Context: an optimization exercise on an open-source flow, tuned for small area and a short achievable clock period. The choices shown serve that exercise and are no tape-out recipe.
RTL that was checked went through simulation tests only; none was proved equivalent to the original.
The RTL of run 7 was laid out without a check of its function.

===== config.mk =====
export PLATFORM = sky130hd
export DESIGN_NAME = md_unit
export DESIGN_NICKNAME = md_unit
export VERILOG_FILES = /design/flow/design.v
export SDC_FILE = /design/flow/constraint.sdc
export NUM_CORES = 4
export LEC_CHECK = 0
export ABC_AREA = 1
export CAP_MARGIN = 60
export CORE_MARGIN = 2
export CORE_UTILIZATION = 60
export PLACE_DENSITY = 0.7
export SLEW_MARGIN = 60
export BUFFER_PORTS_ARGS = -buffer_cell sky130_fd_sc_hd__buf_2

===== constraint.sdc =====
create_clock -name core_clock -period 110.0 [get_ports {clk}]
set_input_delay 22.0000 -clock core_clock [delete_from_list [all_inputs] [get_ports {clk}]]
set_output_delay 22.0000 -clock core_clock [all_outputs]
set_load 0.01 [all_outputs]

===== design.v =====
module md_unit #(
    parameter int MUL_LAT = 5,
    parameter int DIV_LAT = 10
) (
    input  logic        clk,
    input  logic        resetn,
    input  logic        start,
    input  logic        valid,
    input  logic [2:0]  op,
    input  logic [31:0] A,
    input  logic [31:0] B,
    output logic        busy,
    output logic [31:0] HI,
    output logic [31:0] LO
);
    logic        busy_q;
    logic [3:0]  cnt_q;
    logic        isdiv_q;    
    logic        sgn_q;      
    logic        first_q;    
    logic        last_q;     
    logic        ybit_q;     
    logic        negq_q;     
    logic        negr_q;     
    logic        sb_q;       
    logic [31:0] hi_q, lo_q;
    logic [31:0] m_q;        
    logic [31:0] sh_q;       
    logic [34:0] acc_q;      
    logic fire, last;
    assign fire = start & valid & ~busy_q;
    assign last = busy_q & last_q;
    function automatic logic [35:0] rca35(input logic [34:0] a, input logic [34:0] b,
                                          input logic ci);
        logic c;
        logic [35:0] o;
        c = ci;
        for (int j = 0; j < 35; j++) begin
            o[j] = a[j] ^ b[j] ^ c;
            c    = (a[j] & b[j]) | (c & (a[j] ^ b[j]));
        end
        o[35] = c;
        rca35 = o;
    endfunction
    function automatic logic [36:0] bk_carry(input logic [35:0] g_in, input logic [35:0] p_in,
                                             input logic ci);
        logic [35:0] g, p;
        logic [36:0] c;
        g = g_in; p = p_in;
        g[0] = g[0] | (p[0] & ci);
        for (int l = 0; l < 6; l++)
            for (int j = 0; j < 36; j++)
                if ((j % (2 << l)) == (2 << l) - 1) begin
                    g[j] = g[j] | (p[j] & g[j - (1 << l)]);
                    p[j] = p[j] & p[j - (1 << l)];
                end
        for (int l = 4; l >= 0; l--)
            for (int j = 0; j < 36; j++)
                if (j >= (3 << l) - 1 && ((j + 1) % (2 << l)) == (1 << l)) begin
                    g[j] = g[j] | (p[j] & g[j - (1 << l)]);
                    p[j] = p[j] & p[j - (1 << l)];
                end
        c[0] = ci;
        for (int j = 0; j < 36; j++) c[j+1] = g[j];
        bk_carry = c;
    endfunction
    function automatic logic [31:0] cneg(input logic [31:0] x, input logic n);
        logic m;
        logic [31:0] o;
        m = 1'b0;
        for (int j = 0; j < 32; j++) begin
            o[j] = x[j] ^ m;
            m    = m | (n & x[j]);
        end
        cneg = o;
    endfunction
    logic [34:0] mx, mx2;
    assign mx  = {{3{sb_q}}, m_q};
    assign mx2 = {mx[33:0], 1'b0};
    function automatic logic [35:0] brow(input logic [34:0] acc, input logic [2:0] dig,
                                         input logic [34:0] x1, input logic [34:0] x2);
        logic one, two, neg;
        logic [34:0] pp;
        one = dig[0] ^ dig[1];
        two = (dig == 3'b011) | (dig == 3'b100);
        neg = dig[2] & ~(dig[1] & dig[0]);
        pp  = ((x1 & {35{one}}) | (x2 & {35{two}})) ^ {35{neg}};
        brow = rca35(acc, pp, neg);
    endfunction
    logic [34:0] macc [0:4];
    logic [31:0] msh  [0:4];
    logic        myb  [0:4];
    logic [35:0] mfix;
    always_comb begin
        macc[0] = acc_q;
        msh[0]  = sh_q;
        myb[0]  = ybit_q;
        mfix    = '0;
        for (int k = 0; k < 4; k++) begin
            logic [35:0] s;
            logic [2:0]  dig;
            dig = {msh[k][1:0], myb[k]};
            if (k == 0 && last_q)
                dig = {2'b00, ~sgn_q & ybit_q};
            s         = brow(macc[k], dig, mx, mx2);
            if (k == 0)
                mfix = s;
            macc[k+1] = {{2{s[34]}}, s[34:2]};
            msh[k+1]  = {s[1:0], msh[k][31:2]};
            myb[k+1]  = msh[k][1];
        end
    end
    logic        sa, sb;
    logic [31:0] absa;
    logic [32:0] dneg;       
    logic        dcin;
    assign sa   = sgn_q & sh_q[31];
    assign sb   = sb_q;
    assign absa = cneg(sh_q, sa);
    assign dneg = {1'b1, m_q};
    assign dcin = ~sb;
    logic top1, dz, d1, d2, d3;
    assign top1 = &m_q[31:2];
    assign dz = top1 & ~sb & (m_q[1:0] == 2'd3);
    assign d1 = top1 & (m_q[1:0] == (sb ? 2'd3 : 2'd2));
    assign d2 = top1 & (m_q[1:0] == (sb ? 2'd2 : 2'd1));
    assign d3 = top1 & (m_q[1:0] == (sb ? 2'd1 : 2'd0));
    logic       q31, q30;
    logic       r1;
    logic [1:0] rr2, r2;
    always_comb begin
        q31 = dz | (d1 & absa[31]);
        r1  = absa[31] & ~d1;
        rr2 = {r1, absa[30]};
        q30 = dz | (d1 & (rr2 >= 2'd1)) | (d2 & (rr2 >= 2'd2)) | (d3 & (rr2 == 2'd3));
        r2  = dz ? rr2 : d1 ? (rr2 - 2'd1) & {2{q30}} | rr2 & {2{~q30}} :
              d2 ? (q30 ? rr2 - 2'd2 : rr2) : d3 ? (q30 ? 2'd0 : rr2) : rr2;
    end
    logic [31:0] drem [0:3];
    logic [2:0]  dq;
    logic [2:0]  dbit;
    assign drem[0] = acc_q[31:0] | {30'd0, r2 & {2{first_q}}};
    assign dbit    = first_q ? absa[29:27] : sh_q[31:29];
    always_comb begin
        for (int k = 0; k < 3; k++) begin
            logic [32:0] rr;
            logic [33:0] t;
            logic [36:0] cy;
            rr        = {drem[k], dbit[2-k]};
            cy        = bk_carry({3'd0, rr & dneg}, {3'd0, rr ^ dneg}, dcin);
            t         = {cy[33], rr ^ dneg ^ cy[32:0]};
            dq[2-k]   = t[33];
            drem[k+1] = t[33] ? t[31:0] : rr[31:0];
        end
    end
    logic [31:0] quo;
    assign quo = {sh_q[28:0], dq};
    logic [31:0] res_hi, res_lo;
    always_comb begin
        if (isdiv_q) begin
            res_hi = cneg(drem[3], negr_q);
            res_lo = cneg(quo, negq_q);
        end else begin
            res_hi = mfix[31:0];
            res_lo = sh_q;
        end
    end
    always_ff @(posedge clk or negedge resetn) begin
        if (!resetn) begin
            busy_q <= 1'b0;
            hi_q   <= '0;
            lo_q   <= '0;
        end else begin
            if (fire & ~op[2])
                busy_q <= 1'b1;
            else if (last)
                busy_q <= 1'b0;
            if (last) begin
                hi_q <= res_hi;
                lo_q <= res_lo;
            end else if (fire & (op == 3'd4)) begin
                hi_q <= A;
            end else if (fire & (op == 3'd5)) begin
                lo_q <= A;
            end
        end
    end
    always_ff @(posedge clk) begin
        if (!busy_q) begin
            cnt_q   <= op[1] ? 4'd9 : 4'd4;
            isdiv_q <= op[1];
            sgn_q   <= ~op[0];
            first_q <= 1'b1;
            last_q  <= 1'b0;
            m_q     <= B ^ {32{op[1] & ~(~op[0] & B[31])}};
            sb_q    <= ~op[0] & B[31];
            sh_q    <= A;
            acc_q   <= '0;
            ybit_q  <= 1'b0;
        end else begin
            cnt_q   <= cnt_q - 4'd1;
            first_q <= 1'b0;
            last_q  <= (cnt_q == 4'd1);
            if (first_q) begin
                negq_q <= (sa ^ sb) & ~dz;
                negr_q <= sa;
            end
            if (!isdiv_q) begin
                acc_q  <= macc[4];
                sh_q   <= msh[4];
                ybit_q <= myb[4];
            end else begin
                acc_q <= {3'd0, drem[3]};
                sh_q  <= first_q ? {absa[26:0], q31, q30, dq} : {sh_q[28:0], dq};
            end
        end
    end
    assign busy = busy_q;
    assign HI   = hi_q;
    assign LO   = lo_q;
endmodule

===== flow/run.sh =====
#!/bin/bash
set -euo pipefail
echo 'export BUFFER_PORTS_ARGS = -buffer_cell sky130_fd_sc_hd__buf_2' >> config.mk
bash standard.sh > standard.log 2>&1

===== standard.sh =====
#!/bin/bash
# synth_recipe.tcl (not shown) runs the flow's synth.tcl, then flattens the netlist and writes it again
# the make line also repeats each setting of config.mk as NAME=value (left out here)
make -C /OpenROAD-flow-scripts/flow DESIGN_CONFIG=/design/flow/config.mk WORK_HOME=/design/flow/orfs CLKGATE_MAP_FILE= SYNTH_SCRIPT=/design/flow/synth_recipe.tcl "${@:-finish}"

==> summary.txt, run 1 <==
* Critical path capture point type: flip-flop
* Post-Syn Nets at approximately 2900
* Initial Util at 0.608
* Clk Latency, worst-skew pair at between 400 and 500 ps
* HPWL after detailed placement at roughly 51 mm
* Post-synth EDFFs at 37
* CTS Root Cell: clkbuf_16
* Worst-path maximum fanout at 42
* Initial antenna violation count at 0
* Core Area at ~33000 um2
* Startpoint types: primary input
* Max-slew headroom at 0.548
* Mapped Area at 20300 um2
* # resized after CTS at 0
* #FFs+latches synth at about 170
* Vias in the first global route at 18515
* Setup_tns at 0 ps
* Final count of negative-setup-slack endpoints at 0
* Largest net degree at the start of global routing at 75
* Largest family of logic cells by synthesized area: adder cells
* Synth Area in Adders at 0.244
* First-pass GRT wire length at roughly 110 mm
* Avg Inst Size Synth at 7.90 um2
* Die ar. at between 30000 and 40000 um2
* Crit path DAT at about 24000 ps
* Placer Congestion at 0.986
* Unique masters post-synth at 56
* Via-per-instance ratio at between 6 and 7
* Clock transition at path regs at roughly 80 ps
* Commonest cells in the netlist: nand2_1, inv_1, o21ai_0
* Final hold slack at between 400 and 500 ps
* Final Max Tran Viols at 0
* Asr flop ratio synth at 0.374
* Post-synthesis sequential area ratio at 0.206
* Status: no timing/DRC/antenna violations
* Multiplexer share of the synthesized area at 0.00197
* Max-cap viol count at 0
* Routed Antenna Nets at 0
* Gr ovfl total at 0
* Fmax at between 40 and 50 MHz
* Hold Fails Final Rpt at 0
* Post-synth top flop: dfxtp_1
* Num Clock Sinks at ~170
* DRC at 0
* Simple-gate share of the synthesized area at 0.167
* Ports at between 100 and 150
* Hold Startpoint: cnt_q[3]
* Die H at between 150 and 200 um
* Hold-fix buffer count after cts at 0
* Min-delay worst type: reg2reg
* Post-synth top area share at 0.180
* Part of the cycle the worst path needs at 0.212
* Synth Area in XOR/XNOR at 0.107
* Placed cell count at roughly 3100
* Post-layout util at 0.659
* CTS tree: built
* Cells after Synth at approximately 2600
* Pre-CTS setup slack at 86150 ps
* Share of cells above drive strength 1 at 0.117
* Ys Warns at 5
* Cell Rows at 67
* Worst setup margin at slightly below 90000 ps
* Post-CTS setup buffer count at 0
* Slew @ Worst Pin at roughly 670 ps
* Buffers added on ports at around 140
* CP startpoint: start
* Compound-Gate Fraction of Synth Area at 0.190
* Clock Skew at between 10 and 15 ps
* Die Wd at approximately 190 um
* Reg2Reg Launch Point: sh_q[0]
* H-tree depth at 4
* DR pass1 iterations at 6
* Critical Path RT at around 110000 ps
* Non-filler cells in the finished layout at around 3100
* Critical path class: in2reg
* Vias at 19305
* Leading area contributor after synthesis: fa_1
* Wire length after detailed routing at slightly below 70 mm
* Tmin final at 23290 ps
* Nets at 2989
* WL per Instance at ~22 um
* All-Layer GR Usage at 0.390
* Largest cells by area after synthesis: fa_1, dfrtp_1, xor2_1
* Area growth, synth to finish at 8.46%
* RSZ-0062 raised after global routing: false
* Top-count cell post-synth: nand2_1
* Buffer levels on the longest clock path at 2
* Cts bufs inserted at 17
* DR iter-0 viols at about 2300
-- cell families after synthesis --
family,after synthesis
compound gates,675
xor+xnor,247
fa+ha+maj,287
buf+inv,451
flops,174
mux,4
simple gates,735
-- path summary, 6_finish.rpt --
| kind | end | slack (ps) | depth (start not counted) |
|---|---|---|---|
| worst min register to register | last_q | 430 | 1 |
| max in group asynchronous | busy_q | 88040 | 2 |
| worst min-delay path | last_q | 430 | 1 |
| worst max register to register | acc_q[31] | 88280 | 54 |
| worst max-delay path | lo_q[3] | 86710 | 10 |
| min in group asynchronous | lo_q[12] | 21580 | 2 |
-- cells in the final DEF (no fill, tap or decap), types with 10 or more instances in the layout --
cell	instances
nor2_4	13
ha_1	104
dfrtp_1	64
nand4_1	23
nand2_1	389
buf_4	29
a21oi_1	184
clkbuf_16	17
nor2_1	155
edfxtp_1	37
inv_1	290
nand4_4	12
fa_1	183
dfxtp_1	72
nand3_1	74
xor2_1	175
o21ai_1	22
nor3_1	10
buf_2	136
or2_2	31
xnor2_1	71
o21ai_0	198
o22ai_1	134
clkinv_1	13
o211ai_1	49
a31oi_1	38
-- state kept, by name, indices dropped and copies added (netlist names) --
register and flops:
acc_q 33, busy_q 1, cnt_q 4, first_q 1
hi_q 32, isdiv_q 1, last_q 1, lo_q 32
m_q 32, negq_q 1, negr_q 1, sb_q 1
sgn_q 1, sh_q 32, ybit_q 1
-- through the flow --
stage,instance area (um2)
2_1_floorplan,20300
3_3_place_gp,21300
3_5_place_dp,21400
4_1_cts,22000
5_1_grt,22000
6_report,22000
-- layer usage --
metal  up-vias  wire length (um)  track usage
met4         0              4180        0.232
li1       8730                 -            -
met3       205              6130       0.0698
met1      9270             26800        0.498
met5         -                 0            0
met2      1100             31100        0.621
-- critical path, stage by stage --
cell and delay [ps]:
buf_2 80, nand3_1 100, inv_1 90, nand4_1 120, nand2_1 90, buf_4 420
inv_1 300, buf_4 250, nor2_1 90, a21oi_1 70
-- area by class of cell --
class,instances,area (um2)
multi-input cells,1948,14500
inverters,317,1200
clock buffers,17,425
fillers,2926,11400
flip-flops and latches,174,4180
well taps,448,561
diodes,1,2.50
repair buffers,173,998
clock inverters,15,170
==> run 2, diff against run 1 <==
--- a/config.mk
+++ b/config.mk
@@ -8,7 +8,7 @@
 export ABC_AREA = 1
 export CAP_MARGIN = 60
 export CORE_MARGIN = 2
-export CORE_UTILIZATION = 60
-export PLACE_DENSITY = 0.7
+export CORE_UTILIZATION = 70
+export PLACE_DENSITY = 0.8
 export SLEW_MARGIN = 60
 export BUFFER_PORTS_ARGS = -buffer_cell sky130_fd_sc_hd__buf_2
==> run 2 against run 1 <==
Compared with the run above: synthesized area unchanged; global-route usage increased by 6.7 points; wire length about the same; utilization increased by 11 points; clock skew increased by 7.0 ps; cell count decreased by 2.1%; via count increased by 2.6%; synthesized cell count unchanged; largest cell class unchanged.
==> summary.txt, run 2 <==
* FF+latch area at 4180 um2 (unchanged)
* Placer Congestion at 0.972 (-1.4%)
* Max-slew headroom at 0.589 (+0.0407)
* Startpoint types: primary input
* Tmin final at 23300 ps (+7.60 ps)
* Die ar. at 30400 um2 (-14%)
* Die H at 174 um (-7.3%)
* Post-layout util at 0.767 (+0.108)
* Cells after Synth at 2573 (unchanged)
* All-Layer GR Usage at 0.457 (+0.0668)
* Leading area contributor after synthesis: fa_1
* Hold-fix buffer count after cts at 0 (unchanged)
* Setup_tns at 0 ps (unchanged)
* Via-per-instance ratio at 6.54 (+4.8%)
* Multi-input logic area at 14500 um2 (about the same)
* Vias in the first global route at 19350 (+4.5%)
* Num Clock Sinks at 174 (unchanged)
* Core Area at 28600 um2 (-14%)
* Nets at 2989 (unchanged)
* WL per Instance at 22.5 um (+2.1%)
* Placed cell areas at 21300 um2 (-0.34%)
* Post-synth top area share at 0.180 (unchanged)
* Routed Antenna Nets at 0 (unchanged)
* Hold Path Cell Cnt at 1 (unchanged)
* N_diodes at 0 (-1)
* CTS Root Cell: clkbuf_16
* Initial Util at 0.710 (+0.102)
* Die Wd at 174 um (-7.3%)
* Top reg by flops: acc_q
* Largest net degree at the start of global routing at 79 (+5.3%)
* Wire length after detailed routing at 68.2 mm (about the same)
* Most frequent cells in the layout: nand2_1, inv_1, o21ai_0
* # resized after CTS at 0 (unchanged)
* Fmax at 42.9 MHz (about the same)
* Mapped Area at 20300 um2 (unchanged)
* Cell Rows at 62 (-7.5%)
* Post-Syn Nets at 2931 (unchanged)
* Critical path class: in2reg
* DR iter-0 viols at 2529 (+12%)
* Area growth, synth to finish at 7.99%
* Avg Inst Size Synth at 7.90 um2 (unchanged)
* Post-CTS setup buffer count at 0 (unchanged)
* Share of cells above drive strength 1 at 0.117 (unchanged)
* DR pass1 iterations at 7 (+1)
* First-pass GRT wire length at 107 mm (+0.27%)
* Largest cells by area after synthesis: fa_1, dfrtp_1, xor2_1
* Unique masters post-synth at 56 (unchanged)
* #FFs+latches synth at 174 (unchanged)
* H-tree depth at 4 (unchanged)
* Buffer levels on the longest clock path at 2 (unchanged)
* Crit path DAT at 23650 ps (about the same)
* Slew @ Worst Pin at 615 ps (-56.6 ps)
* Final Max Tran Viols at 0 (unchanged)
* Commonest cells in the netlist: nand2_1, inv_1, o21ai_0
* Fill cells at 2086 (-29%)
* Cts bufs inserted at 17 (unchanged)
* HPWL after detailed placement at 50.4 mm (-1.5%)
* Asr flop ratio synth at 0.374 (unchanged)
* Gr ovfl total at 0 (unchanged)
* Critical path capture point type: flip-flop
* Final Cell Area at 22000 um2 (-0.43%)
* Vias at 19814 (+2.6%)
* Most common cell after layout, fill and taps aside: nand2_1
* Post-synth top flop: dfxtp_1
* Ports at 136 (unchanged)
* Clock transition at path regs at 80 ps (about the same)
* RSZ-0062 raised after global routing: false
* Worst-path maximum fanout at 25 (-40%)
* Initial antenna violation count at 4 (+4)
* Post-synth EDFFs at 37 (unchanged)
* Status: no timing/DRC/antenna violations
* Clk Latency, worst-skew pair at 490 ps (about the same)
* Post-synthesis sequential area ratio at 0.206 (unchanged)
* Worst r2r path cells at 52 (-3.7%)
* Ys Warns at 5 (unchanged)
* Buffers added on ports at 135 (unchanged)
* Final count of negative-setup-slack endpoints at 0 (unchanged)
* Hold Fails Final Rpt at 0 (unchanged)
* Min-delay worst type: reg2reg
* Top-count cell post-synth: nand2_1
* Part of the cycle the worst path needs at 0.212 (about the same)
* DRC at 0 (unchanged)
* Max-cap viol count at 0 (unchanged)
* Max reg flops at 33 (unchanged)
* Critical Path RT at 110350 ps (about the same)
* CTS tree: built
* Final hold slack at 427 ps (-1.38 ps)
* Clock Skew at 17.5 ps (+6.97 ps)
run 2: final timing paths:
kind	start	endpoint	slack [ps]
setup reg to reg	sh_q[1]	acc_q[31]	88270
hold reg to reg	cnt_q[3]	last_q	430
hold / removal	cnt_q[3]	last_q	430
max in group asynchronous	resetn	lo_q[14]	88040
setup / recovery	op[1]	hi_q[17]	86700
min in group asynchronous	resetn	lo_q[6]	21560
run 2: through the flow:
step	worst slack, ps	std cells
2_1_floorplan	86850	2573
3_3_place_gp	85500	2990
3_5_place_dp	86270	2995
4_1_cts	86770	3027
5_1_grt	86530	3028
6_report	86700	3028
run 2: worst max-delay path, cell delays in order:
cell	delay, ps
buf_2	140
inv_1	110
nand4_1	110
buf_4	200
nand2_1	130
buf_4	340
inv_2	300
nor2_1	200
a21oi_1	90
run 2: cell families (layout without fill, tap and decap cells):
family | Yosys count | in the layout | synth area share
adder cells (fa/ha/maj) | 287 | 287 | 0.244
multiplexers | 4 | 4 | 0.00197
buffers and inverters | 451 | 522 | 0.0844
flip-flops | 174 | 174 | 0.206
AO/OA/AOI/OAI | 675 | 675 | 0.190
XOR/XNOR | 247 | 247 | 0.107
AND/OR/NAND/NOR | 735 | 735 | 0.167
run 2: final cells by class:
class / instances / share of cell area
repair buffers: 173 / 0.0444
clock buffers: 18 / 0.0205
flip-flops and latches: 174 / 0.190
inverters: 317 / 0.0545
clock inverters: 14 / 0.00729
well taps: 384 / 0.0219
multi-input cells: 1948 / 0.661
run 2: layer usage:
layer  wire, um  global-route usage  vias to the layer above
li1           -                   -                     8724
met1      24100               0.562                     9297
met2      31100               0.729                     1416
met3       7950               0.104                      371
met4       5030               0.289                        6
met5         36                   0                        -
==> run 3, diff against run 2 <==
--- a/config.mk
+++ b/config.mk
@@ -8,7 +8,6 @@
 export ABC_AREA = 1
 export CAP_MARGIN = 60
 export CORE_MARGIN = 2
-export CORE_UTILIZATION = 70
-export PLACE_DENSITY = 0.8
+export CORE_UTILIZATION = 40
 export SLEW_MARGIN = 60
 export BUFFER_PORTS_ARGS = -buffer_cell sky130_fd_sc_hd__buf_2
==> run 3 against run 2 <==
Compared with the run above: flip-flop and latch count did not move; global-route usage fell by 17 points; critical endpoint is now hi_q[31]; worst hold slack improved by 5.1 ps; wire length rose by 6.8%.
==> summary.txt, run 3 <==
* Top-count cell post-synth: nand2_1
* Initial Util at 0.405 (-0.305)
* Most frequent cells in the layout: nand2_1, inv_1, o21ai_0
* Status: no timing/DRC/antenna violations
* Reg2Reg Launch Point: sh_q[0]
* Routed Antenna Nets at 0 (unchanged)
* Buffer levels on the longest clock path at 2 (unchanged)
* Clk Latency, worst-skew pair at 520 ps (+30 ps)
* Post-layout util at 0.445 (-0.322)
* CTS Root Cell: clkbuf_16
* Asr flop ratio synth at 0.374 (unchanged)
* Final count of negative-setup-slack endpoints at 0 (unchanged)
* Multi-input logic area at 14500 um2 (about the same)
* Crit path depth at 11 (+2)
* Post-synthesis sequential area ratio at 0.206 (unchanged)
* Ports at 136 (unchanged)
* Post-synth top flop: dfxtp_1
* Post-synth EDFFs at 37 (unchanged)
* Cts bufs inserted at 17 (unchanged)
* Max reg flops at 33 (unchanged)
* H-tree depth at 4 (unchanged)
* Cell Rows at 82 (+32%)
* All-Layer GR Usage at 0.282 (-0.175)
* Fmax at 42.3 MHz (-1.3%)
* Part of the cycle the worst path needs at 0.215 (+0.00286)
* N_diodes at 0 (unchanged)
* Crit-path leading delay family: buffers and inverters
* Worst stage delay on the critical path at 380 ps (+40 ps)
* Vias at 18929 (-4.5%)
* Worst setup margin at 86380 ps (-315 ps)
* Mapped Area at 20300 um2 (unchanged)
* Post-Syn Nets at 2931 (unchanged)
* Hold Startpoint: cnt_q[3]
* Non-filler cells in the finished layout at 3319 (+9.6%)
* Final Max Tran Viols at 0 (unchanged)
* Area growth, synth to finish at 9.87%
* Clock transition at path regs at 90 ps (about the same)
* #FFs+latches synth at 174 (unchanged)
* Leading area contributor after synthesis: fa_1
* Tmin final at 23620 ps (+315 ps)
* Crit path DAT at 24030 ps (+380 ps)
* Gr ovfl total at 0 (unchanged)
* Share of cells above drive strength 1 at 0.119 (+0.00176)
* Critical path class: in2reg
* Unique masters post-synth at 56 (unchanged)
* First-pass GRT wire length at 113 mm (+6.3%)
* Num Clock Sinks at 174 (unchanged)
* Placer Congestion at 0.937 (-3.6%)
* Ys Warns at 5 (unchanged)
* FF-to-FF setup slack at 87800 ps (-470 ps)
* Largest net degree at the start of global routing at 79 (unchanged)
* FF+latch area at 4180 um2 (unchanged)
* DR pass1 iterations at 6 (-1)
* Die Wd at 229 um (+32%)
* Top reg by flops: acc_q
* Startpoint types: primary input
* Vias in the first global route at 18813 (-2.8%)
* Post-synth top area share at 0.180 (unchanged)
* Fill cells at 5024 (+140%)
* Initial antenna violation count at 1 (-3)
* Most common cell after layout, fill and taps aside: nand2_1
* Critical Path RT at 110410 ps (+60 ps)
* Avg Inst Size Synth at 7.90 um2 (unchanged)
* Cells after Synth at 2573 (unchanged)
* Placed cell count at 3285 (+9.7%)
* Pre-CTS setup slack at 85890 ps (-386 ps)
* Largest cells by area after synthesis: fa_1, dfrtp_1, xor2_1
* HPWL after detailed placement at 55.2 mm (+9.5%)
* CTS tree: built
* Die H at 229 um (+32%)
* CP Cell Sequence: buf_2, inv_1, nand4_1, buf_2, nand2_1, buf_4, inv_2, nand2_1, o21ai_0, inv_1, nand2_1
* Setup_tns at 0 ps (unchanged)
* # resized after CTS at 0 (unchanged)
* Critical path capture point type: flip-flop
* Nets at 2992 (+0.10%)
* Die ar. at 52600 um2 (+73%)
* Max-cap viol count at 0 (unchanged)
* Slew @ Worst Pin at 616 ps (+1.22 ps)
* DRC at 0 (unchanged)
* Crit path buf inv count at 6 (+1)
* Final hold slack at 433 ps (+5.13 ps)
* Max-slew headroom at 0.587 (-0.00177)
* Hold Path Cell Cnt at 1 (unchanged)
* Buffers added on ports at 135 (unchanged)
* Worst r2r path cells at 54 (+3.8%)
* Hold-fix buffer count after cts at 0 (unchanged)
* Worst r2r dst: acc_q[31]
* Worst-path maximum fanout at 24 (-4.0%)
* Min-delay worst type: reg2reg
* Hold Fails Final Rpt at 0 (unchanged)
* CP max-delay cell: nand2_1
* Post-CTS setup buffer count at 0 (unchanged)
* Commonest cells in the netlist: nand2_1, inv_1, o21ai_0
* Wire length after detailed routing at 72.8 mm (+6.8%)
* Crit path top cell by count: nand2_1
* DR iter-0 viols at 1791 (-29%)
* Hold EP: last_q
* Core Area at 50200 um2 (+75%)
* Via-per-instance ratio at 5.70 (-13%)
* Clock Skew at 17.4 ps (-0.115 ps)
* WL per Instance at 21.9 um (-2.6%)
* RSZ-0062 raised after global routing: false
[run 3: worst max-delay path by stage]
| stage | start | end | slack [ps] |
|---|---|---|---|
| floorplan | start | hi_q[29] | 86850 |
| global placement | start | hi_q[31] | 85050 |
| detailed placement | start | hi_q[31] | 85890 |
| CTS | start | hi_q[31] | 86450 |
| global route | start | hi_q[19] | 86270 |
| finish | op[1] | hi_q[31] | 86380 |
[run 3: layer usage]
metal  up-vias  global-route usage  wire length, um
li1       8743                   -                -
met1      9276               0.376            31200
met2       776               0.456            33700
met3       132              0.0393             4970
met4         2               0.125             2950
met5         -                   0               13
[run 3: cell type report]
| cell class | count | share of cell area |
|---|---|---|
| well taps | 672 | 0.0376 |
| inverters | 317 | 0.0539 |
| clock inverters | 15 | 0.00756 |
| flip-flops and latches | 174 | 0.187 |
| multi-input cells | 1948 | 0.650 |
| repair buffers | 176 | 0.0449 |
| clock buffers | 17 | 0.0190 |
[run 3: logic make-up (layout without fill, tap and decap cells)]
| group | Yosys count | after routing | share of synthesized area |
|---|---|---|---|
| compound gates | 675 | 675 | 0.190 |
| xor+xnor | 247 | 247 | 0.107 |
| fa+ha+maj | 287 | 287 | 0.244 |
| buf+inv | 451 | 525 | 0.0844 |
| flops | 174 | 174 | 0.206 |
| mux | 4 | 4 | 0.00197 |
| simple gates | 735 | 735 | 0.167 |
[run 3: through the flow]
stage	area [um2]
2_1_floorplan	20300
3_3_place_gp	21600
3_5_place_dp	21700
4_1_cts	22300
5_1_grt	22300
6_report	22300
[run 3: worst reg2reg max path, delay by kind of cell, from the launching register on]
family                     cells  cell delay [ps]
adders and majority gates     42            19420
xor gates and xnor gates       1              170
buffers and inverters          4              830
muxes                          1              150
DFF                            1              530
and+or+nand+nor                3              660
AOI/OAI and AO/OA              3              380
==> run 4, diff against run 3 <==
==> flow/run.sh (replaced) <==
#!/bin/bash
set -euo pipefail
cat >> config.mk <<'EOF'
export BUFFER_PORTS_ARGS = -buffer_cell sky130_fd_sc_hd__buf_2
export CTS_ARGS = -sink_clustering_enable -repair_clock_nets -dont_use_dummy_load -buf_list sky130_fd_sc_hd__clkbuf_8
EOF
bash standard.sh > standard.log 2>&1
--- a/config.mk
+++ b/config.mk
@@ -11,3 +11,4 @@
 export CORE_UTILIZATION = 40
 export SLEW_MARGIN = 60
 export BUFFER_PORTS_ARGS = -buffer_cell sky130_fd_sc_hd__buf_2
+export CTS_ARGS = -sink_clustering_enable -repair_clock_nets -dont_use_dummy_load -buf_list sky130_fd_sc_hd__clkbuf_8
==> run 4 against run 3 <==
Compared with the run above: global-route usage barely moved; wire length fell by 0.19%; first-iteration DRC count fell by 7.3%; largest cell class unchanged; cell area fell by 1.5%; worst hold slack improved by 33 ps; highest routed layer unchanged; sequential share of layout area rose by 0.28 points; clock skew rose by 25 ps; non-clock buffer count rose by 1; cell count fell by 0.42%; still clean on timing, DRC and antenna.
==> summary.txt, run 4 <==
* DRC at 0 (unchanged)
* Post-Syn Nets at 2931 (unchanged)
* Final hold slack at 466 ps (+33.2 ps)
* Pre-CTS setup slack at 85890 ps (unchanged)
* Reg2Reg Launch Point: sh_q[0]
* Clock transition at path regs at 120 ps (+30 ps)
* Final count of negative-setup-slack endpoints at 0 (unchanged)
* Mapped Area at 20300 um2 (unchanged)
* Largest net degree at the start of global routing at 79 (unchanged)
* Critical path class: in2reg
* Clk Latency, worst-skew pair at 600 ps (+80 ps)
* Crit path DAT at 23980 ps (-50 ps)
* Clock Skew at 42.7 ps (+25.3 ps)
* Final Max Tran Viols at 0 (unchanged)
* Cts bufs inserted at 17 (unchanged)
* Critical path capture point type: flip-flop
* Most common cell after layout, fill and taps aside: nand2_1
* Cell Rows at 82 (unchanged)
* CTS tree: built
* Leading area contributor after synthesis: fa_1
* Post-CTS setup buffer count at 0 (unchanged)
* HPWL after detailed placement at 55.2 mm (unchanged)
* Avg Inst Size Synth at 7.90 um2 (unchanged)
* Top-count cell post-synth: nand2_1
* Core Area at 50200 um2 (unchanged)
* Buffer levels on the longest clock path at 2 (unchanged)
* Max-cap viol count at 0 (unchanged)
* #FFs+latches synth at 174 (unchanged)
* Area growth, synth to finish at 8.23%
* Compound-Gate Fraction of Synth Area at 0.190 (unchanged)
* Slew @ Worst Pin at 653 ps (+36.8 ps)
* CTS Root Cell: clkbuf_8
* Vias at 18893 (-0.19%)
* Asr flop ratio synth at 0.374 (unchanged)
* Post-synth top flop: dfxtp_1
* Largest cells by area after synthesis: fa_1, dfrtp_1, xor2_1
* Routed Antenna Nets at 0 (unchanged)
* Post-synthesis sequential area ratio at 0.206 (unchanged)
* Largest family of logic cells by synthesized area: adder cells
* DR iter-0 viols at 1661 (-7.3%)
* Max-slew headroom at 0.563 (-0.0237)
* Via-per-instance ratio at 5.72 (+0.23%)
* Wire length after detailed routing at 72.7 mm (-0.19%)
* RSZ-0062 raised after global routing: false
* Top reg by flops: acc_q
* Die H at 229 um (unchanged)
* Ys Warns at 5 (unchanged)
* Status: no timing/DRC/antenna violations
* Die Wd at 229 um (unchanged)
* N_diodes at 0 (unchanged)
* Multiplexer share of the synthesized area at 0.00197 (unchanged)
* Hold Fails Final Rpt at 0 (unchanged)
* Synth Area in Adders at 0.244 (unchanged)
* Critical Path RT at 110430 ps (+20 ps)
* Min-delay worst type: reg2reg
* Cells after Synth at 2573 (unchanged)
* Startpoint types: primary input
* WL per Instance at 22.0 um (+0.23%)
* Post-synth EDFFs at 37 (unchanged)
* H-tree depth at 4 (unchanged)
* Fill cells at 5057 (+0.66%)
* Num Clock Sinks at 174 (unchanged)
* # resized after CTS at 0 (unchanged)
* Die ar. at 52600 um2 (unchanged)
* Post-synth top area share at 0.180 (unchanged)
* Worst setup margin at 86460 ps (+72.3 ps)
* Unique masters post-synth at 56 (unchanged)
* Hold Startpoint: cnt_q[3]
* Commonest cells in the netlist: nand2_1, inv_1, o21ai_0
* Gr ovfl total at 0 (unchanged)
* Initial antenna violation count at 2 (+1)
* All-Layer GR Usage at 0.282 (-0.000367)
* Most frequent cells in the layout: nand2_1, inv_1, o21ai_0
* Hold-fix buffer count after cts at 0 (unchanged)
* Vias in the first global route at 18760 (-0.28%)
* DR pass1 iterations at 6 (unchanged)
* Nets at 2993 (+0.033%)
* Tmin final at 23540 ps (-72.3 ps)
* Simple-gate share of the synthesized area at 0.167 (unchanged)
* Ports at 136 (unchanged)
* Part of the cycle the worst path needs at 0.214 (-0.000657)
* Initial Util at 0.405 (unchanged)
* Max reg flops at 33 (unchanged)
* Synth Area in XOR/XNOR at 0.107 (unchanged)
* CP startpoint: op[1]
* First-pass GRT wire length at 113 mm (-0.15%)
* Placer Congestion at 0.937 (unchanged)
* Setup_tns at 0 ps (unchanged)
* Worst-path maximum fanout at 24 (unchanged)
* Fmax at 42.5 MHz (+0.31%)
* Buffers added on ports at 135 (unchanged)
* Share of cells above drive strength 1 at 0.114 (-0.00469)
## run 4: cell count changes in the layout (fill, tap and decap cells not counted), sizes merged
cell	previous run	this run
clkinv	22	16
inv	309	301
clkinvlp	1	0
buf	176	177
## run 4: kinds of logic after synthesis
kind of cell / Yosys count
compound gates: 675
xor+xnor: 247
fa+ha+maj: 287
buf+inv: 451
flops: 174
mux: 4
simple gates: 735
## run 4: final timing paths
| kind | cells past startpoint | slack [ps] | endpoint |
|---|---|---|---|
| setup reg to reg | 54 | 87780 | acc_q[31] |
| min in group asynchronous | 2 | 21350 | hi_q[9] |
| hold / removal | 1 | 470 | last_q |
| max in group asynchronous | 3 | 88170 | hi_q[18] |
| setup / recovery | 9 | 86460 | hi_q[3] |
| hold reg to reg | 1 | 470 | last_q |
## run 4: through the flow
stage | utilization | area (um2) | std cells
after floorplan | - | 20300 | 2573
after global placement | 0.431 | 21600 | 3279
after detailed placement | 0.433 | 21700 | 3285
after CTS | 0.437 | 21900 | 3302
after global routing | 0.439 | 22000 | 3305
final | 0.439 | 22000 | 3305
## run 4: metal layers
layer	vias up	global-route usage	routed length (um)
met5	-	0	27
met2	839	0.453	33300
li1	8706	-	-
met1	9192	0.373	30700
met4	4	0.129	3180
met3	152	0.0444	5550
## run 4: layout make-up
class | instances | area [um2] | share of cell area
Multi-Input combinational cell | 1948 | 14500 | 0.660
Timing Repair Buffer | 177 | 1030 | 0.0468
Tap cell | 672 | 841 | 0.0382
Inverter | 317 | 1200 | 0.0548
Sequential cell | 174 | 4180 | 0.190
Clock buffer | 17 | 234 | 0.0106
## run 4: critical path, cell delays in order
cell	delay (ps)
buf_2	120
inv_1	120
nand4_1	260
buf_2	280
nand2_1	390
buf_4	330
inv_2	230
nor2_1	160
a21oi_1	80
==> run 5, diff against run 4 <==
==> flow/run.sh (replaced) <==
#!/bin/bash
set -euo pipefail
cat >> config.mk <<'EOF'
export BUFFER_PORTS_ARGS = -buffer_cell sky130_fd_sc_hd__buf_2
export CTS_ARGS = -sink_clustering_enable -repair_clock_nets -dont_use_dummy_load
EOF
bash standard.sh > standard.log 2>&1
--- a/config.mk
+++ b/config.mk
@@ -8,7 +8,8 @@
 export ABC_AREA = 1
 export CAP_MARGIN = 60
 export CORE_MARGIN = 2
-export CORE_UTILIZATION = 40
+export CORE_UTILIZATION = 65
+export PLACE_DENSITY = 0.75
 export SLEW_MARGIN = 60
 export BUFFER_PORTS_ARGS = -buffer_cell sky130_fd_sc_hd__buf_2
-export CTS_ARGS = -sink_clustering_enable -repair_clock_nets -dont_use_dummy_load -buf_list sky130_fd_sc_hd__clkbuf_8
+export CTS_ARGS = -sink_clustering_enable -repair_clock_nets -dont_use_dummy_load
==> run 5 against run 4 <==
Compared with the run above: clock skew fell by 15 ps; worst hold slack worse by 37 ps; cell count down 8.3%; critical endpoint is now hi_q[11]; flip-flop and latch count unchanged; via count up 3.3%; wire length shrank 6.2%; still clean; critical path depth is the same; global-route usage grew 14 points.
==> summary.txt, run 5 <==
* Routed Antenna Nets at 0 (unchanged)
* Ys Warns at 5 (unchanged)
* Final Max Tran Viols at 0 (unchanged)
* CTS tree: built
* Final count of negative-setup-slack endpoints at 0 (unchanged)
* Initial antenna violation count at 2 (unchanged)
* Critical path class: in2reg
* Slew @ Worst Pin at 699 ps (+46.3 ps)
* Global routing usage on met2 at 0.673 (+0.220)
* Max reg flops at 33 (unchanged)
* Placer Congestion at 0.981 (+4.7%)
* Hold EP: last_q
* Post-CTS setup buffer count at 0 (unchanged)
* Placed cell count at 3008 (-8.4%)
* Crit-path leading delay family: buffers and inverters
* Hold Startpoint: cnt_q[3]
* FF-to-FF setup slack at 88240 ps (+460 ps)
* Largest cells by area after synthesis: fa_1, dfrtp_1, xor2_1
* Post-synthesis sequential area ratio at 0.206 (unchanged)
* Fmax at 43.2 MHz (+1.7%)
* CP Cell Sequence: buf_2, nand3_1, inv_1, nand4_1, buf_4, nand2_4, inv_2, nor2_1, a21oi_1
* Part of the cycle the worst path needs at 0.210 (-0.00358)
* Die Wd at 181 um (-21%)
* #FFs+latches synth at 174 (unchanged)
* Share of cells above drive strength 1 at 0.115 (+0.000716)
* Largest net degree at the start of global routing at 80 (+1.3%)
* Critical Path RT at 110370 ps (-60 ps)
* CP startpoint: valid
* Unique masters post-synth at 56 (unchanged)
* Met3 usage at 0.0837 (+0.0392)
* Most common cell after layout, fill and taps aside: nand2_1
* Nets at 2994 (+0.033%)
* Non-filler cells in the finished layout at 3032 (-8.3%)
* Most frequent cells in the layout: nand2_1, inv_1, o21ai_0
* Ports at 136 (unchanged)
* Grt met1 use at 0.533 (+0.161)
* All-Layer GR Usage at 0.422 (+0.140)
* Status: no timing/DRC/antenna violations
* Cell Rows at 64 (-22%)
* Commonest cells in the netlist: nand2_1, inv_1, o21ai_0
* # resized after CTS at 0 (unchanged)
* Post-Syn Nets at 2931 (unchanged)
* DR iter-0 viols at 2376 (+43%)
* Max-slew headroom at 0.529 (-0.0339)
* Post-synth EDFFs at 37 (unchanged)
* Buffers added on ports at 135 (unchanged)
* Clock Skew at 27.2 ps (-15.5 ps)
* Top reg by flops: acc_q
* Leading area contributor after synthesis: fa_1
* Crit path DAT at 23520 ps (-460 ps)
* Avg Inst Size Synth at 7.90 um2 (unchanged)
* Clock transition at path regs at 60 ps (-60 ps)
* Worst r2r path cells at 54 (unchanged)
* RSZ-0062 raised after global routing: false
* Core Area at 30700 um2 (-39%)
* First-pass GRT wire length at 107 mm (-5.7%)
* Hold Path Cell Cnt at 1 (unchanged)
* H-tree depth at 4 (unchanged)
* Initial Util at 0.663 (+0.258)
* Critical path capture point type: flip-flop
* Top-count cell post-synth: nand2_1
* Vias in the first global route at 18941 (+0.96%)
* Cts bufs inserted at 17 (unchanged)
* Wire length after detailed routing at 68.2 mm (-6.2%)
* Hold Fails Final Rpt at 0 (unchanged)
* Buffer levels on the longest clock path at 2 (unchanged)
* Setup_tns at 0 ps (unchanged)
* Fill cells at 2563 (-49%)
* Multi-input logic area at 14500 um2 (about the same)
* Worst r2r dst: acc_q[31]
* Worst-path maximum fanout at 28 (+17%)
* Crit path buf inv count at 4 (-1)
* Asr flop ratio synth at 0.374 (unchanged)
* Gr ovfl total at 0 (unchanged)
* Startpoint types: primary input
* DRC at 0 (unchanged)
* CP max-delay cell: inv_2
* Area growth, synth to finish at 7.63%
* Via-per-instance ratio at 6.44 (+13%)
* HPWL after detailed placement at 51.0 mm (-7.7%)
* Num Clock Sinks at 174 (unchanged)
* Tmin final at 23150 ps (-394 ps)
* Min-delay worst type: reg2reg
* Die ar. at 32700 um2 (-38%)
* Clk Latency, worst-skew pair at 470 ps (-130 ps)
* Mapped Area at 20300 um2 (unchanged)
* Hold-fix buffer count after cts at 0 (unchanged)
* CTS Root Cell: clkbuf_16
* Cells after Synth at 2573 (unchanged)
* Final hold slack at 429 ps (-37.0 ps)
* Die H at 181 um (-21%)
* Vias at 19523 (+3.3%)
* Reg2Reg Launch Point: sh_q[0]
* Post-synth top flop: dfxtp_1
* Max-cap viol count at 0 (unchanged)
* DR pass1 iterations at 8 (+2)
* Post-synth top area share at 0.180 (unchanged)
* Most Used Layer, Global Route: met2
* FF+latch area at 4180 um2 (unchanged)
* WL per Instance at 22.5 um (+2.3%)
* Worst stage delay on the critical path at 430 ps (+40 ps)
## run 5: cell counts after synthesis
No cell type changed its count.
## run 5: metal layers
metal  wire [um]  vias up
met2       31100     1215
met5          11        -
li1            -     8727
met1       26200     9300
met4        4570        2
met3        6430      279
## run 5: area by class of cell
cell class | count | area share
timing repair buffer | 178 | 0.0486
sequential | 174 | 0.191
multi-input combinational | 1948 | 0.663
antenna | 2 | 0.000229
clock buffer | 17 | 0.0194
tap | 396 | 0.0226
inverter | 317 | 0.0548
## run 5: worst max-delay path by stage
stage	endpoint	slack [ps]	depth (start not counted)
after global placement	hi_q[31]	85560	11
after CTS	hi_q[11]	86680	8
after detailed placement	hi_q[11]	86200	8
after floorplan	hi_q[29]	86850	8
after global routing	hi_q[31]	86730	11
final	hi_q[11]	86850	9
## run 5: kinds of logic after synthesis
group	after synthesis	share of synthesized area
and+or+nand+nor	735	0.167
AOI/OAI and AO/OA	675	0.190
buffers and inverters	451	0.0844
adders and majority gates	287	0.244
xor gates and xnor gates	247	0.107
DFF	174	0.206
muxes	4	0.00197
## run 5: metrics by stage
stage | util | instance area, um2 | setup slack [ps]
after floorplan | - | 20300 | 86850
final | 0.713 | 21900 | 86850
after global placement | 0.694 | 21300 | 85560
after CTS | 0.710 | 21800 | 86680
after global routing | 0.713 | 21900 | 86730
after detailed placement | 0.696 | 21400 | 86200
==> run 6, diff against run 5 <==
==> flow/run.sh (replaced) <==
#!/bin/bash
set -euo pipefail
here=$(pwd)
echo 'set_max_fanout 10 [current_design]' > flow/fanout.tcl
cat >> config.mk <<EOF
export BUFFER_PORTS_ARGS = -buffer_cell sky130_fd_sc_hd__buf_2
export CTS_ARGS = -sink_clustering_enable -repair_clock_nets -dont_use_dummy_load
export PRE_RESIZE_TCL = $here/flow/fanout.tcl
EOF
bash standard.sh > standard.log 2>&1
==> flow/fanout.tcl (new file) <==
set_max_fanout 10 [current_design]
--- a/config.mk
+++ b/config.mk
@@ -13,3 +13,4 @@
 export SLEW_MARGIN = 60
 export BUFFER_PORTS_ARGS = -buffer_cell sky130_fd_sc_hd__buf_2
 export CTS_ARGS = -sink_clustering_enable -repair_clock_nets -dont_use_dummy_load
+export PRE_RESIZE_TCL = /design/flow/flow/fanout.tcl
==> run 6 against run 5 <==
Compared with the run above: flip-flop and latch count unchanged; highest routed layer unchanged; via count increased by 8.0%; critical endpoint is now hi_q[31]; clock-buffer cell count unchanged.
==> summary.txt, run 6 <==
* Cts bufs inserted at 17 (unchanged)
* Critical Path RT at 110350 ps (-20 ps)
* Area growth, synth to finish at 15.4%
* Most frequent cells in the layout: nand2_1, inv_1, o21ai_0
* Worst-path maximum fanout at 10 (-64%)
* Post-synth top flop: dfxtp_1
* Crit path DAT at 27240 ps (+3720 ps)
* Clk Latency, worst-skew pair at 460 ps (about the same)
* Asr flop ratio synth at 0.374 (unchanged)
* Post-CTS setup buffer count at 0 (unchanged)
* Part of the cycle the worst path needs at 0.244 (+0.0339)
* Largest net degree at the start of global routing at 17 (-79%)
* WL per Instance at 24.0 um (+6.7%)
* Post-Syn Nets at 2931 (unchanged)
* Routed Antenna Nets at 0 (unchanged)
* CTS tree: built
* DRC at 0 (unchanged)
* Avg Inst Size Synth at 7.90 um2 (unchanged)
* Initial Util at 0.663 (unchanged)
* H-tree depth at 4 (unchanged)
* CTS Root Cell: clkbuf_16
* Core Area at 30700 um2 (unchanged)
* Critical path capture point type: flip-flop
* Placer Congestion at 0.981 (unchanged)
* Ys Warns at 5 (unchanged)
* Wire length after detailed routing at 77.2 mm (+13%)
* Worst setup margin at 83120 ps (-3730 ps)
* Ports at 136 (unchanged)
* Setup_tns at 0 ps (unchanged)
* Startpoint types: primary input
* Mapped Area at 20300 um2 (unchanged)
* Clock transition at path regs at 70 ps (about the same)
* Buffers added on ports at 135 (unchanged)
* Leading area contributor after synthesis: fa_1
* HPWL after detailed placement at 62.3 mm (+22%)
* Pre-CTS setup slack at 82830 ps (-3370 ps)
* Final count of negative-setup-slack endpoints at 0 (unchanged)
* Vias in the first global route at 20721 (+9.4%)
* Buffer levels on the longest clock path at 2 (unchanged)
* Fmax at 37.2 MHz (-14%)
* Tmin final at 26880 ps (+3730 ps)
* Critical path class: in2reg
* Share of cells above drive strength 1 at 0.115 (about the same)
* Initial antenna violation count at 3 (+1)
* Via-per-instance ratio at 6.55 (+1.8%)
* Gr ovfl total at 0 (unchanged)
* Max-slew headroom at 0.548 (+0.0186)
* Post-synth EDFFs at 37 (unchanged)
* Hold-fix buffer count after cts at 0 (unchanged)
* Status: no timing/DRC/antenna violations
* Min-delay worst type: reg2reg
* Fill cells at 2332 (-9.0%)
* Vias at 21080 (+8.0%)
* Most common cell after layout, fill and taps aside: nand2_1
* All-Layer GR Usage at 0.478 (+0.0560)
* Nets at 3175 (+6.0%)
* Post-synth top area share at 0.180 (unchanged)
* Cells after Synth at 2573 (unchanged)
* Max reg flops at 33 (unchanged)
* First-pass GRT wire length at 120 mm (+12%)
* Die ar. at 32700 um2 (unchanged)
* Hold Fails Final Rpt at 0 (unchanged)
* RSZ-0062 raised after global routing: false
* Cell Rows at 64 (unchanged)
* Top reg by flops: acc_q
* Die Wd at 181 um (unchanged)
* Num Clock Sinks at 174 (unchanged)
* Unique masters post-synth at 56 (unchanged)
* # resized after CTS at 0 (unchanged)
* DR iter-0 viols at 2845 (+20%)
* Largest cells by area after synthesis: fa_1, dfrtp_1, xor2_1
* Slew @ Worst Pin at 674 ps (-25.0 ps)
* Die H at 181 um (unchanged)
* Top-count cell post-synth: nand2_1
* Commonest cells in the netlist: nand2_1, inv_1, o21ai_0
* #FFs+latches synth at 174 (unchanged)
* Post-synthesis sequential area ratio at 0.206 (unchanged)
* DR pass1 iterations at 9 (+1)
* Final Max Tran Viols at 0 (unchanged)
* Max-cap viol count at 0 (unchanged)
* Clock Skew at 24.9 ps (-2.26 ps)
-- run 6: cell counts after synthesis --
Identical to the previous run, type by type.
-- run 6: cells by family (layout without fill, tap and decap cells) --
group           count (synthesis)  after routing  synth area share
other cells                     0              6                 0
fa+ha+maj                     287            287             0.244
flops                         174            174             0.206
buf+inv                       451            693            0.0844
mux                             4              4           0.00197
simple gates                  735            735             0.167
compound gates                675            675             0.190
xor+xnor                      247            247             0.107
-- run 6: metal layers --
layer,wire (um),GRT usage,part of all wire
met1,27000,0.578,0.35
met2,33400,0.732,0.43
met3,9620,0.134,0.12
met4,7180,0.347,0.093
met5,28,0,0.00036
-- run 6: final cells by class --
cell class / instances / area [um2] / share of cell area
clock buffer: 17 / 425 / 0.0181
antenna: 6 / 15.0 / 0.000640
sequential: 174 / 4180 / 0.178
multi-input combinational: 1948 / 14500 / 0.618
inverter: 317 / 1190 / 0.0508
timing repair buffer: 359 / 2660 / 0.113
tap: 396 / 495 / 0.0211
-- run 6: worst max-delay path, stage by stage --
cell             delay (ps)
buf_2                   120
inv_1                   120
nand4_1                 100
buf_4                   180
clkdlybuf4s50_1         560
nand2_1                 110
clkdlybuf4s50_1         660
clkdlybuf4s50_1         710
clkdlybuf4s50_1         800
inv_1                    70
clkdlybuf4s50_1         710
clkdlybuf4s50_1         770
nand2_1                 120
o21ai_0                  80
inv_1                    70
nand2_1                  40
-- run 6: path summary, 6_finish.rpt --
check                           startpoint        to  slack (ps)  depth (start not counted)
worst max-delay path                 op[1]  hi_q[31]       83120                         16
worst max register to register       sgn_q  hi_q[26]       86490                        104
min in group asynchronous           resetn   hi_q[9]       22020                          3
worst min-delay path              cnt_q[3]    last_q         450                          1
worst min register to register    cnt_q[3]    last_q         450                          1
max in group asynchronous           resetn  lo_q[24]       86010                          5
-- run 6: metrics by stage --
| step | hold slack [ps] | util | area, um2 | std cells |
|---|---|---|---|---|
| floorplan | 395 | - | 20300 | 2573 |
| global placement | 412 | 0.694 | 21300 | 3005 |
| detailed placement | 425 | 0.752 | 23100 | 3191 |
| CTS | 442 | 0.766 | 23500 | 3208 |
| global route | 470 | 0.765 | 23500 | 3211 |
| finish | 446 | 0.765 | 23500 | 3217 |
==> run 7, diff against run 6 <==
--- a/design.v
+++ b/design.v
@@ -30,6 +30,9 @@
     logic fire, last;
     assign fire = start & valid & ~busy_q;
     assign last = busy_q & last_q;
+    logic wr_hi, wr_lo;
+    assign wr_hi = last | (start & valid & ~busy_q & op[2] & ~op[1] & ~op[0]);
+    assign wr_lo = last | (start & valid & ~busy_q & op[2] & ~op[1] & op[0]);
     function automatic logic [35:0] rca35(input logic [34:0] a, input logic [34:0] b,
                                           input logic ci);
         logic c;
@@ -175,14 +178,8 @@
                 busy_q <= 1'b1;
             else if (last)
                 busy_q <= 1'b0;
-            if (last) begin
-                hi_q <= res_hi;
-                lo_q <= res_lo;
-            end else if (fire & (op == 3'd4)) begin
-                hi_q <= A;
-            end else if (fire & (op == 3'd5)) begin
-                lo_q <= A;
-            end
+            if (wr_hi) hi_q <= last ? res_hi : A;
+            if (wr_lo) lo_q <= last ? res_lo : A;
         end
     end
     always_ff @(posedge clk) begin
==> flow/run.sh (replaced) <==
#!/bin/bash
set -euo pipefail
cat >> config.mk <<'EOF'
export BUFFER_PORTS_ARGS = -buffer_cell sky130_fd_sc_hd__buf_2
export CTS_ARGS = -sink_clustering_enable -repair_clock_nets -dont_use_dummy_load
EOF
bash standard.sh > standard.log 2>&1
--- a/config.mk
+++ b/config.mk
@@ -13,4 +13,3 @@
 export SLEW_MARGIN = 60
 export BUFFER_PORTS_ARGS = -buffer_cell sky130_fd_sc_hd__buf_2
 export CTS_ARGS = -sink_clustering_enable -repair_clock_nets -dont_use_dummy_load
-export PRE_RESIZE_TCL = /design/flow/flow/fanout.tcl
removed: flow/fanout.tcl
==> run 7 against run 6 <==
Compared with the run above: cell area shrank 6.6%; flip-flop and latch count stayed put; worst hold slack got worse by 25 ps; global-route usage is 4.2 points lower.
==> summary.txt, run 7 <==
* Status: no timing/DRC/antenna violations
* Post-synth top flop: dfxtp_1
* Worst setup margin at 86080 ps (+2960 ps)
* H-tree depth at 4 (unchanged)
* Critical path class: in2reg
* FF-to-FF setup slack at 87730 ps (+1240 ps)
* Ys Warns at 5 (unchanged)
* Top reg by flops: acc_q
* Nets at 3011 (-5.2%)
* First-pass GRT wire length at 110 mm (-8.0%)
* Pre-CTS setup slack at 85710 ps (+2890 ps)
* Final count of negative-setup-slack endpoints at 0 (unchanged)
* Initial Util at 0.664 (+0.000818)
* Commonest cells in the netlist: nand2_1, inv_1, o21ai_0
* Die ar. at 32900 um2 (+0.63%)
* Largest cells by area after synthesis: fa_1, nand2_1, dfrtp_1
* Num Clock Sinks at 174 (unchanged)
* Hold EP: last_q
* Die Wd at 181 um (+0.32%)
* Top-count cell post-synth: nand2_1
* Cts bufs inserted at 17 (unchanged)
* Unique masters post-synth at 55 (-1.8%)
* Core Area at 30800 um2 (+0.52%)
* Critical path capture point type: flip-flop
* HPWL after detailed placement at 53.1 mm (-15%)
* Ports at 136 (unchanged)
* Largest net degree at the start of global routing at 66 (+49)
* Avg Inst Size Synth at 7.84 um2 (-0.74%)
* Tmin final at 23920 ps (-2960 ps)
* Part of the cycle the worst path needs at 0.217 (-0.0269)
* N_diodes at 0 (-6)
* Max reg flops at 33 (unchanged)
* Hold-fix buffer count after cts at 0 (unchanged)
* Wire length after detailed routing at 70.7 mm (-8.5%)
* Post-synthesis sequential area ratio at 0.204 (-0.00132)
* Post-layout util at 0.711 (-0.0544)
* Worst-path maximum fanout at 29 (+19)
* Hold Path Cell Cnt at 1 (unchanged)
* Clock Skew at 26.3 ps (+1.32 ps)
* Worst r2r dst: acc_q[31]
* DRC at 0 (unchanged)
* Max-slew headroom at 0.590 (+0.0422)
* Reg2Reg Launch Point: sgn_q
* Slew @ Worst Pin at 611 ps (-62.8 ps)
* # resized after CTS at 0 (unchanged)
* Most frequent cells in the layout: nand2_1, inv_1, o21ai_0
* WL per Instance at 23.2 um (-3.4%)
* Share of cells above drive strength 1 at 0.106 (-0.00837)
* Cells after Synth at 2609 (+1.4%)
* Vias at 19811 (-6.0%)
* Post-Syn Nets at 2967 (+1.2%)
* Max-cap viol count at 0 (unchanged)
* Fmax at 41.8 MHz (+12%)
* Crit path DAT at 24270 ps (-2970 ps)
* CTS tree: built
* Worst r2r path cells at 55 (-47%)
* Leading area contributor after synthesis: fa_1
* Startpoint types: primary input
* Hold Startpoint: cnt_q[3]
* Buffers added on ports at 135 (unchanged)
* Via-per-instance ratio at 6.50 (-0.78%)
* Die H at 181 um (+0.32%)
* Placer Congestion at 1.06 (+7.6%)
* #FFs+latches synth at 174 (unchanged)
* RSZ-0062 raised after global routing: false
* Min-delay worst type: reg2reg
* Buffer levels on the longest clock path at 2 (unchanged)
* Post-synth EDFFs at 37 (unchanged)
* Mapped Area at 20500 um2 (+0.65%)
* Area growth, synth to finish at 7.09%
* DR pass1 iterations at 7 (-2)
* All-Layer GR Usage at 0.436 (-0.0418)
* Initial antenna violation count at 0 (-3)
* Final Max Tran Viols at 0 (unchanged)
* DR iter-0 viols at 2444 (-14%)
* Vias in the first global route at 19322 (-6.8%)
* CTS Root Cell: clkbuf_16
* Cell Rows at 64 (unchanged)
* Post-CTS setup buffer count at 0 (unchanged)
* Gr ovfl total at 0 (unchanged)
* Clock transition at path regs at 70 ps (about the same)
* Asr flop ratio synth at 0.374 (unchanged)
* Routed Antenna Nets at 0 (unchanged)
* Hold Fails Final Rpt at 0 (unchanged)
* Clk Latency, worst-skew pair at 460 ps (about the same)
* Post-synth top area share at 0.179 (-0.00116)
* Critical Path RT at 110350 ps (about the same)
* Setup_tns at 0 ps (unchanged)
* Most common cell after layout, fill and taps aside: nand2_1
## run 7: cell count changes after synthesis, moves of 6 or more
cell	delta
clkbuf_1	+11
inv_2	-6
nand2_1	+52
or2_2	-7
o21ai_0	-6
nand3_1	-10
inv_1	+10
a31oi_1	-11
## run 7: kinds of logic after synthesis
group | after synthesis | synth area share
AO/OA/AOI/OAI | 669 | 0.188
XOR/XNOR | 249 | 0.107
adder cells (fa/ha/maj) | 287 | 0.243
buffers and inverters | 465 | 0.0862
flip-flops | 174 | 0.204
multiplexers | 4 | 0.00196
AND/OR/NAND/NOR | 761 | 0.170
## run 7: stage by stage
| stage | cells | hold slack (ps) | instance area (um2) |
|---|---|---|---|
| after floorplan | 2609 | 395 | 20500 |
| after global placement | 3028 | 406 | 21300 |
| after detailed placement | 3030 | 413 | 21500 |
| after CTS | 3047 | 423 | 21900 |
| after global routing | 3047 | 436 | 21900 |
| final | 3047 | 420 | 21900 |
## run 7: layer usage
| layer | global-route usage | share of wire |
|---|---|---|
| met2 | 0.702 | 0.46 |
| met4 | 0.263 | 0.072 |
| met3 | 0.0786 | 0.10 |
| met1 | 0.551 | 0.36 |
| met5 | 0 | 0 |
## run 7: worst max-delay path by stage
stage	startpoint	end	slack, ps	cells after the start
after CTS	op[1]	hi_q[30]	86160	8
after detailed placement	op[1]	hi_q[30]	85710	8
after floorplan	op[1]	hi_q[10]	86590	8
after global placement	op[1]	hi_q[31]	85350	9
after global routing	op[1]	hi_q[31]	85880	9
final	op[1]	hi_q[31]	86080	9
## run 7: final cells by class
type                       instances  area (um2)
fill                            2510        8920
inverter                         326        1240
clock buffer                      17         425
sequential                       174        4180
tap                              396         495
timing repair buffer             164         948
multi-input combinational       1970       14600
## run 7: worst max-delay path, cell delays in order
cell and delay (ps):
buf_2 160, nor4_1 470, nand2_1 450, nand2_2 490, inv_2 320, nand2_1 140
o21ai_0 100, inv_1 80, nand2_1 50

-- static timing again, ports no longer ideal --
How much do the figures lean on ideal ports? The routed layouts below were timed once more, with nothing changed but the port constraints. Step 1: set_driving_cell puts a clkbuf_16 on clk and a buf_2 on each other input, an assumption about the parent block. Step 2 times the ports against the registers' clock, not the clock port: input delays grow and output delays shrink by t, the midpoint of the rising clock arrivals with the driver on. Three values: no drivers, after step 1, after step 2; two values: the first two.
| run | shift t [ns] | setup WS [ns] | worst setup path after step 2 | latest minus earliest clock arrival (ns) | slew at the worst register clock pin (ns) |
|---|---|---|---|---|---|
| run 1 | 0.528 | 86.706 / 86.743 / 86.215 | input to register | 0.011 / 0.011 | 0.09 / 0.09 |
| run 2 | 0.534 | 86.698 / 86.734 / 86.200 | input to register | 0.017 / 0.017 | 0.09 / 0.09 |
| run 3 | 0.570 | 86.383 / 86.425 / 85.855 | input to register | 0.017 / 0.018 | 0.09 / 0.09 |
| run 4 | 0.631 | 86.455 / 86.491 / 85.860 | input to register | 0.043 / 0.043 | 0.12 / 0.12 |
| run 5 | 0.516 | 86.849 / 86.823 / 86.370 | input to register | 0.027 / 0.028 | 0.07 / 0.07 |
| run 6 | 0.506 | 83.118 / 83.154 / 82.648 | input to register | 0.025 / 0.025 | 0.07 / 0.07 |
| run 7 | 0.504 | 86.082 / 86.115 / 85.611 | input to register | 0.027 / 0.026 | 0.08 / 0.08 |
After both steps every run listed still meets setup and hold. For run 4, which loses most, drivers alone change the setup slack by +0.036 ns; drivers and shift together by -0.595 ns.
